Background: an optimization exercise with open tools, aiming at small area. Do not read the settings as production practice. The RTL was checked by simulation tests, not by an equivalence proof against the original design. The flow treats the clock pin as an ideal source, which a real chip does not have. No activity file was given, so power comes from the tool's default toggle rates.

Design regfile_mp, start of the top module:
module regfile_mp #(
  parameter int unsigned DW       = regfile_pkg::MIPS_DW,
  parameter int unsigned AW       = regfile_pkg::MIPS_AW,
  parameter int unsigned NUM_RD   = 2,
  parameter int unsigned ZERO_REG = 1,
  parameter int unsigned BYPASS   = 1
) (
  input  logic                 clk,
  input  logic                 reset,
  input  logic [NUM_RD*AW-1:0] ra,
  output logic [NUM_RD*DW-1:0] rd,
  output logic [NUM_RD-1:0]    rbusy,
  input  logic                 we0,
  input  logic [AW-1:0]        wa0,
  input  logic [DW-1:0]        wd0,
  input  logic                 we1,
  input  logic [AW-1:0]        wa1,
  input  logic [DW-1:0]        wd1,
  input  logic                 bset,
  input  logic [AW-1:0]        bset_a,
  output logic                 init_done
);
Size in the first run: roughly 1000 flip-flops, roughly 160 I/O pins, about 49000 um2 of cells after synthesis.
export LEC_CHECK = 0
export CAP_MARGIN = 5
export CELL_PAD_IN_SITES_DETAIL_PLACEMENT = 0
export CELL_PAD_IN_SITES_GLOBAL_PLACEMENT = 1
export CORE_MARGIN = 2
export CORE_UTILIZATION = 30
export PLACE_DENSITY = 0.5
export SLEW_MARGIN = 5
export SYNTH_HIERARCHICAL = 1
create_clock -name core_clock -period 8.0 [get_ports {clk}]
standard.sh (not shown) runs the stock make flow with config.mk's settings and CLKGATE_MAP_FILE= SYNTH_SCRIPT=/design/flow/synth_recipe.tcl, a recipe that flattens the netlist after the stock synthesis.
==> flow/flow/run.sh <==
#!/bin/bash
# Standard ORFS layout (the standard.sh, unchanged synthesis, floorplan,
# power grid and tap cells), with options changed through ORFS's own
# variables and hooks:
#  - timing-driven global placement does not keep the buffers its internal
#    repair inserts (-keep_resize_below_overflow 0); the repair_design step
#    after placement and the later timing repairs still run as usual;
#  - before global placement, inv_1 cells become inv_2 (same area, stronger),
#    see swap_inv.tcl;
#  - port buffers use the smallest buffer cell instead of the default pick;
#  - clock tree synthesis without dummy loads, with clkbuf_4 sink clusters of
#    up to 14 flip-flops; after it, clock buffers whose flip-flops would see a
#    slow clock edge are swapped for stronger ones (clk_upsize.tcl).
# Each step's full log stays in orfs/logs/; make's own output goes to make.log.
set -euo pipefail
export GLOBAL_PLACEMENT_ARGS="-keep_resize_below_overflow 0"
export PRE_GLOBAL_PLACE_TCL="$(pwd)/flow/swap_inv.tcl"
export BUFFER_PORTS_ARGS="-buffer_cell sky130_fd_sc_hd__buf_1"
export CTS_ARGS="-sink_clustering_enable -repair_clock_nets -dont_use_dummy_load -sink_clustering_size 14 -sink_clustering_max_diameter 100 -buf_list sky130_fd_sc_hd__clkbuf_4"
export POST_CTS_TCL="$(pwd)/flow/clk_upsize.tcl"
bash standard.sh finish > make.log 2>&1
Other scripts of this flow, unchanged in this note and not shown: flow/flow/clk_upsize.tcl, flow/flow/swap_inv.tcl
The starting point reached the layout checks and failed them: capacitance limit, slew limit.
Next try:
- CAP_MARGIN: 5 -> 20
- CORE_UTILIZATION: 30 -> 40
- PLACE_DENSITY: 0.5 -> 0.6
- SETUP_SLACK_MARGIN: unset -> 0.3
- SLEW_MARGIN: 5 -> 20
Now the flow finished clean.
Clock-buffer cell count fell by 1.
Global-route usage rose by 6.9 points.
Wire length fell by 10%.
Clock power fell by about 3%.
Worst setup slack loses 0.28 ns.
Cell area fell by 0.88%.
Maximum frequency fell by 3.6%.
Total power fell by 1.3%.
Next try:
- CORE_UTILIZATION: 40 -> 30
- PLACE_DENSITY: 0.6 -> 0.5
=> Setup slack improves by 0.068 ns. Final cell count goes up by 9.5%. Routed wire length climbs by 11%.

Setup of job 4525:
regfile_mp, a different RTL version from the one above (not shown whole).
For scale: ~5000 cells after synthesis, roughly 160 I/O pins.
==> flow/config.mk <==
export PLATFORM = sky130hd
export DESIGN_NAME = regfile_mp
export DESIGN_NICKNAME = regfile_mp
export VERILOG_FILES = /design/flow/design.v
export SDC_FILE = /design/flow/constraint.sdc
export NUM_CORES = 4
export LEC_CHECK = 0
export CAP_MARGIN = 5
export CELL_PAD_IN_SITES_DETAIL_PLACEMENT = 0
export CELL_PAD_IN_SITES_GLOBAL_PLACEMENT = 1
export CORE_MARGIN = 2
export CORE_UTILIZATION = 30
export PLACE_DENSITY = 0.5
export SLEW_MARGIN = 5
export SYNTH_HIERARCHICAL = 1
==> flow/constraint.sdc <==
create_clock -name core_clock -period 8.0 [get_ports {clk}]
set_input_delay 1.6000 -clock core_clock [delete_from_list [all_inputs] [get_ports {clk}]]
set_output_delay 1.6000 -clock core_clock [all_outputs]
set_load 0.01 [all_outputs]
==> flow/flow/run.sh <==
#!/bin/bash
# Standard ORFS layout (the standard.sh, unchanged synthesis, floorplan,
# power grid and tap cells), with two placement/CTS options changed through
# ORFS's own variables:
#  - port buffers use the smallest buffer cell instead of the default pick;
#  - clock tree synthesis without dummy loads, with larger sink clusters.
# Each step's full log stays in orfs/logs/; make's own output goes to make.log.
set -euo pipefail
export BUFFER_PORTS_ARGS="-buffer_cell sky130_fd_sc_hd__buf_1"
export CTS_ARGS="-sink_clustering_enable -repair_clock_nets -dont_use_dummy_load -sink_clustering_size 24 -sink_clustering_max_diameter 60 -buf_list sky130_fd_sc_hd__clkbuf_8"
bash standard.sh finish > make.log 2>&1
Edits applied to the flow inputs when going from job 4525 to job 6621:
- SLEW_MARGIN: 5 -> 20
- CAP_MARGIN: 5 -> 20
- PLACE_DENSITY: 0.5 -> 0.55
- CELL_PAD_IN_SITES_GLOBAL_PLACEMENT: 1 -> 2
- CELL_PAD_IN_SITES_DETAIL_PLACEMENT: 0 -> 1
- CORE_UTILIZATION: 30 -> 35
==> flow/run.sh (new file) <==
#!/bin/bash
# synth_recipe.tcl (not shown) runs the flow's synth.tcl, then flattens the netlist and writes it again
# the make line also repeats each setting of config.mk as NAME=value (left out here)
make -C /OpenROAD-flow-scripts/flow DESIGN_CONFIG=/design/flow/config.mk WORK_HOME=/design/flow/orfs CLKGATE_MAP_FILE= SYNTH_SCRIPT=/design/flow/synth_recipe.tcl finish
removed: flow/flow/run.sh
removed: flow/standard.sh
==> comparison <==
The share of the final layout cell area in multi-input gates in job 6621 sits 2.8 points below the value recorded for job 4525. Job 6621: post-layout minimum cycle time is 0.46 ns higher than what job 4525 reported. Job 6621 vs job 4525 — worst endpoint data arrival time rose 0.46 ns.
[inputs] job 7843 vs job 6621
- PLACE_DENSITY now 0.45, was 0.55
- SLEW_MARGIN now 0, was 20
- CAP_MARGIN now 0, was 20
- CORE_UTILIZATION now 30, was 35
==> flow/flow/run.sh (new file) <==
#!/bin/bash
# Standard ORFS layout (the standard.sh, unchanged synthesis, floorplan,
# power grid and tap cells), with two placement/CTS options changed through
# ORFS's own variables:
#  - port buffers use the smallest buffer cell instead of the default pick;
#  - clock tree synthesis without dummy loads, with larger sink clusters.
# Each step's full log stays in orfs/logs/; make's own output goes to make.log.
set -euo pipefail
export BUFFER_PORTS_ARGS="-buffer_cell sky130_fd_sc_hd__buf_1"
export CTS_ARGS="-sink_clustering_enable -repair_clock_nets -dont_use_dummy_load -sink_clustering_size 24 -sink_clustering_max_diameter 60 -buf_list sky130_fd_sc_hd__clkbuf_8"
bash standard.sh finish > make.log 2>&1
==> flow/standard.sh (new file) <==
#!/bin/bash
# synth_recipe.tcl (not shown) runs the flow's synth.tcl, then flattens the netlist and writes it again
# the make line also repeats each setting of config.mk as NAME=value (left out here)
make -C /OpenROAD-flow-scripts/flow DESIGN_CONFIG=/design/flow/config.mk WORK_HOME=/design/flow/orfs CLKGATE_MAP_FILE= SYNTH_SCRIPT=/design/flow/synth_recipe.tcl "${@:-finish}"
removed: flow/run.sh
Notes after the runs:
Taking job 6621 as the reference, in job 7843 post-route core utilization went down by 7.8 points; instance count after placement with tap cells included went up by 258. The worst setup path startpoint comes out wa0[3] in one run and wa1[3] in the other, namely in job 6621 and job 7843 respectively. Looking at wire length across both flows, job 7843 is the weaker of the two, with job 6621 ahead.

The RTL this note starts from:
==> flow/design.v <==
package regfile_pkg;
  typedef enum logic {
    ST_INIT = 1'b0,
    ST_RUN  = 1'b1
  } state_e;
  localparam int unsigned MIPS_DW = 32;
  localparam int unsigned MIPS_AW = 5;
endpackage
module regfile_rd_mux #(
  parameter int unsigned DW = regfile_pkg::MIPS_DW,
  parameter int unsigned AW = regfile_pkg::MIPS_AW
) (
  input  logic                        run,
  input  logic [AW-1:0]               ra,
  input  logic [((2**AW)-1)*DW-1:0]   mem_flat,
  input  logic [(2**AW)-1:1]          busy,
  input  logic                        pol,
  input  logic                        we0,
  input  logic [AW-1:0]               wa0,
  input  logic [DW-1:0]               wd0,
  input  logic                        we1,
  input  logic [AW-1:0]               wa1,
  input  logic [DW-1:0]               wd1,
  output logic [DW-1:0]               rd,
  output logic                        rbusy
);
  localparam int unsigned DEPTH = 2**AW;
  localparam int unsigned NSRC  = DEPTH + 1;       
  localparam int unsigned NGRP  = NSRC / 3;
  logic nz, b0, b1, flip_n, flip;
  logic [NSRC-1:0]    sel, sel_n;
  logic [NSRC*DW-1:0] src;
  logic [DW-1:0]      grp_n [NGRP];
  always_comb begin
    nz  = run & (ra != '0);
    b1  = we1 & (wa1 == ra);
    b0  = we0 & (wa0 == ra);
    sel_n[0] = ~(nz & b1);
    sel_n[1] = ~(nz & b0 & ~b1);
    flip_n   = ~(pol & nz);
    rbusy  = 1'b0;
    for (int r = 1; r < DEPTH; r++) begin
      sel_n[r+1] = ~(run & ~b0 & ~b1 & (ra == AW'(r)));
      rbusy    = rbusy | (run & (ra == AW'(r)) & busy[r]);
    end
  end
  regfile_inv #(.N(NSRC+1)) u_sel_drv (.a({flip_n, sel_n}), .y({flip, sel}));
  assign src = {mem_flat, wd0, wd1};
  for (genvar g = 0; g < NGRP; g++) begin : g_grp
    regfile_aoi222 #(.DW(DW)) u_aoi (
      .s0 (sel[3*g]),   .d0 (src[(3*g)*DW +: DW]),
      .s1 (sel[3*g+1]), .d1 (src[(3*g+1)*DW +: DW]),
      .s2 (sel[3*g+2]), .d2 (src[(3*g+2)*DW +: DW]),
      .y  (grp_n[g])
    );
  end
  always_comb begin
    rd = '0;
    for (int g = 0; g < NGRP; g++) rd = rd | ~grp_n[g];
    rd = rd ^ {DW{flip}};
  end
endmodule
module regfile_aoi222 #(
  parameter int unsigned DW = regfile_pkg::MIPS_DW
) (
  input  logic          s0,
  input  logic [DW-1:0] d0,
  input  logic          s1,
  input  logic [DW-1:0] d1,
  input  logic          s2,
  input  logic [DW-1:0] d2,
  output logic [DW-1:0] y
);
  assign y = ~(({DW{s0}} & d0) | ({DW{s1}} & d1) | ({DW{s2}} & d2));
endmodule
module regfile_inv #(
  parameter int unsigned N = 1
) (
  input  logic [N-1:0] a,
  output logic [N-1:0] y
);
  assign y = ~a;
endmodule
module regfile_mp #(
  parameter int unsigned DW       = regfile_pkg::MIPS_DW,
  parameter int unsigned AW       = regfile_pkg::MIPS_AW,
  parameter int unsigned NUM_RD   = 2,
  parameter int unsigned ZERO_REG = 1,
  parameter int unsigned BYPASS   = 1
) (
  input  logic                 clk,
  input  logic                 reset,
  input  logic [NUM_RD*AW-1:0] ra,
  output logic [NUM_RD*DW-1:0] rd,
  output logic [NUM_RD-1:0]    rbusy,
  input  logic                 we0,
  input  logic [AW-1:0]        wa0,
  input  logic [DW-1:0]        wd0,
  input  logic                 we1,
  input  logic [AW-1:0]        wa1,
  input  logic [DW-1:0]        wd1,
  input  logic                 bset,
  input  logic [AW-1:0]        bset_a,
  output logic                 init_done
);
  localparam int unsigned DEPTH = 2**AW;
  logic               run_q;       
  logic [AW-1:0]      cnt_q;
  logic [DW-1:0]      mem_q [1:DEPTH-1];   
  logic [DW-1:0]      mem_d [1:DEPTH-1];
  logic               pol_q;
  logic [DW-1:0]      wdx0, wdx1;          
  logic [DEPTH-1:1]   sel0_n, sel1_n, hold_n;
  logic [DW-1:0]      wdx0_n, wdx1_n;
  logic [DEPTH-1:1]   busy_q;
  logic               active;
  logic [DEPTH-1:1]   hit0, hit1, sel0, sel1, hold;
  logic [DEPTH-1:1]   bhit;
  logic [(DEPTH-1)*DW-1:0] mem_flat;
  assign init_done = run_q;
  assign active    = run_q & reset;
  assign wdx0_n    = ~(wd0 ^ {DW{pol_q}});
  assign wdx1_n    = ~(wd1 ^ {DW{pol_q}});
  regfile_inv #(.N(2*DW)) u_wd_drv (.a({wdx1_n, wdx0_n}), .y({wdx1, wdx0}));
  always_ff @(posedge clk) pol_q <= ~(active & pol_q);
  always_ff @(posedge clk) begin
    if (!reset) begin
      run_q <= 1'b0;
      cnt_q <= '0;
    end else if (!run_q) begin
      cnt_q <= cnt_q + 1'b1;
      if (&cnt_q) run_q <= 1'b1;
    end
  end
  always_comb begin
    for (int r = 1; r < DEPTH; r++) begin
      hit0[r] = we0 & (wa0 == AW'(r));
      hit1[r] = we1 & (wa1 == AW'(r));
      bhit[r] = bset & (bset_a == AW'(r));
      sel1_n[r] = ~(active & hit1[r]);
      sel0_n[r] = ~(active & hit0[r] & ~hit1[r]);
      hold_n[r] = ~(active & ~hit0[r] & ~hit1[r]);
    end
  end
  regfile_inv #(.N(3*(DEPTH-1))) u_sel_drv (
    .a ({hold_n, sel0_n, sel1_n}),
    .y ({hold,   sel0,   sel1})
  );
  for (genvar r = 1; r < DEPTH; r++) begin : g_w
    regfile_aoi222 #(.DW(DW)) u_wr (
      .s0 (sel1[r]), .d0 (wdx1),
      .s1 (sel0[r]), .d1 (wdx0),
      .s2 (hold[r]), .d2 (mem_q[r]),
      .y  (mem_d[r])
    );
  end
  always_ff @(posedge clk) begin
    for (int r = 1; r < DEPTH; r++) begin
      mem_q[r]  <= mem_d[r];
      busy_q[r] <= active & (bhit[r] | (busy_q[r] & ~hit0[r] & ~hit1[r]));
    end
  end
  for (genvar j = 1; j < DEPTH; j++) begin : g_flat
    assign mem_flat[(j-1)*DW +: DW] = mem_q[j];
  end
  for (genvar k = 0; k < NUM_RD; k++) begin : g_rd
    regfile_rd_mux #(
      .DW (DW),
      .AW (AW)
    ) u_rd_mux (
      .run      (run_q),
      .ra       (ra[k*AW +: AW]),
      .mem_flat (mem_flat),
      .busy     (busy_q),
      .pol      (pol_q),
      .we0      (we0),
      .wa0      (wa0),
      .wd0      (wdx0),
      .we1      (we1),
      .wa1      (wa1),
      .wd1      (wdx1),
      .rd       (rd[k*DW +: DW]),
      .rbusy    (rbusy[k])
    );
  end
endmodule
==> flow/config.mk <==
export PLATFORM = sky130hd
export DESIGN_NAME = regfile_mp
export DESIGN_NICKNAME = regfile_mp
export VERILOG_FILES = /design/flow/design.v
export SDC_FILE = /design/flow/constraint.sdc
export NUM_CORES = 4
export LEC_CHECK = 0
export CAP_MARGIN = 5
export CELL_PAD_IN_SITES_DETAIL_PLACEMENT = 0
export CELL_PAD_IN_SITES_GLOBAL_PLACEMENT = 1
export CORE_MARGIN = 2
export CORE_UTILIZATION = 30
export PLACE_DENSITY = 0.5
export SLEW_MARGIN = 5
export SYNTH_HIERARCHICAL = 1
==> flow/constraint.sdc <==
create_clock -name core_clock -period 8.0 [get_ports {clk}]
set_input_delay 1.6000 -clock core_clock [delete_from_list [all_inputs] [get_ports {clk}]]
set_output_delay 1.6000 -clock core_clock [all_outputs]
set_load 0.01 [all_outputs]
==> flow/flow/run.sh <==
#!/bin/bash
# Standard ORFS layout (the standard.sh, unchanged synthesis, floorplan,
# power grid and tap cells), with options changed through ORFS's own
# variables and hooks:
#  - before global placement, inv_1 cells become inv_2 (same area, stronger),
#    see swap_inv.tcl;
#  - port buffers use the smallest buffer cell instead of the default pick;
#  - clock tree synthesis without dummy loads, with clkbuf_4 sink clusters of
#    up to 14 flip-flops; after it, clock buffers whose flip-flops would see a
#    slow clock edge are swapped for stronger ones (clk_upsize.tcl).
# Each step's full log stays in orfs/logs/; make's own output goes to make.log.
set -euo pipefail
export PRE_GLOBAL_PLACE_TCL="$(pwd)/flow/swap_inv.tcl"
export BUFFER_PORTS_ARGS="-buffer_cell sky130_fd_sc_hd__buf_1"
export CTS_ARGS="-sink_clustering_enable -repair_clock_nets -dont_use_dummy_load -sink_clustering_size 14 -sink_clustering_max_diameter 100 -buf_list sky130_fd_sc_hd__clkbuf_4"
export POST_CTS_TCL="$(pwd)/flow/clk_upsize.tcl"
bash standard.sh finish > make.log 2>&1
Other scripts of this flow, unchanged in this note and not shown: flow/flow/clk_upsize.tcl, flow/flow/swap_inv.tcl
==> next run, changes <==
- CELL_PAD_IN_SITES_DETAIL_PLACEMENT: 0 -> 1
- CELL_PAD_IN_SITES_GLOBAL_PLACEMENT: 1 -> 2
- CORE_UTILIZATION: 30 -> 35
- PLACE_DENSITY: 0.5 -> 0.6
The changed run went through all stages and came out clean.
Worst setup slack improved by 0.098 ns.
Utilization is higher by 5.0 points.
Cell area barely changes.
Global-route usage rises by 7.3 points.
Wire length grows by 3.3%.
Critical path depth went down by 1.
Register-to-register slack is about the same.
Clock-buffer cell count fell by 2.
Clock power is about the same.
Worst hold slack is about the same.

## port drivers added, routing unchanged
Ports are ideal in the flow. The routed layouts listed here were re-timed in OpenROAD.
Step 1: set_driving_cell puts a clkbuf_16 on clk and a buf_2 on each other input, an assumption about the parent block.
Step 2 moves the port delays by t, midway between the first and last clock arrival at a register: inputs arrive t later, outputs are due t later. That takes back most of the time a late clock gives input paths.
Three values: ideal ports, drivers, drivers and shift; two values: the first two.
run | t (ns) | setup WS [ns] | hold slack, ns | worst data-port slew with drivers (ns)
the first run of note 1 | 0.773 | 0.511 / 0.484 / 0.484 | 0.471 / 0.471 / 0.471 | 0.10
the second run of note 1 | 0.746 | 0.235 / 0.203 / 0.203 | 0.472 / 0.472 / 0.472 | 0.14
the third run of note 1 | 0.768 | 0.303 / 0.274 / 0.274 | 0.473 / 0.473 / 0.473 | 0.10
job 4525 | 0.945 | 0.616 / 0.577 / 0.577 | 0.490 / 0.490 / 0.490 | 0.09
job 6621 | 0.840 | 0.158 / 0.133 / 0.133 | 0.487 / 0.487 / 0.487 | 0.12
job 7843 | 1.014 | 0.512 / 0.478 / 0.478 | 0.484 / 0.484 / 0.484 | 0.07
the first run of note 3 | 0.778 | 0.431 / 0.359 / 0.359 | 0.474 / 0.474 / 0.474 | 0.11
the second run of note 3 | 0.768 | 0.529 / 0.503 / 0.503 | 0.475 / 0.475 / 0.475 | 0.10
The setup slack of the first run of note 3, which loses most, moves by -0.072 ns with the drivers and by -0.072 ns with both steps.
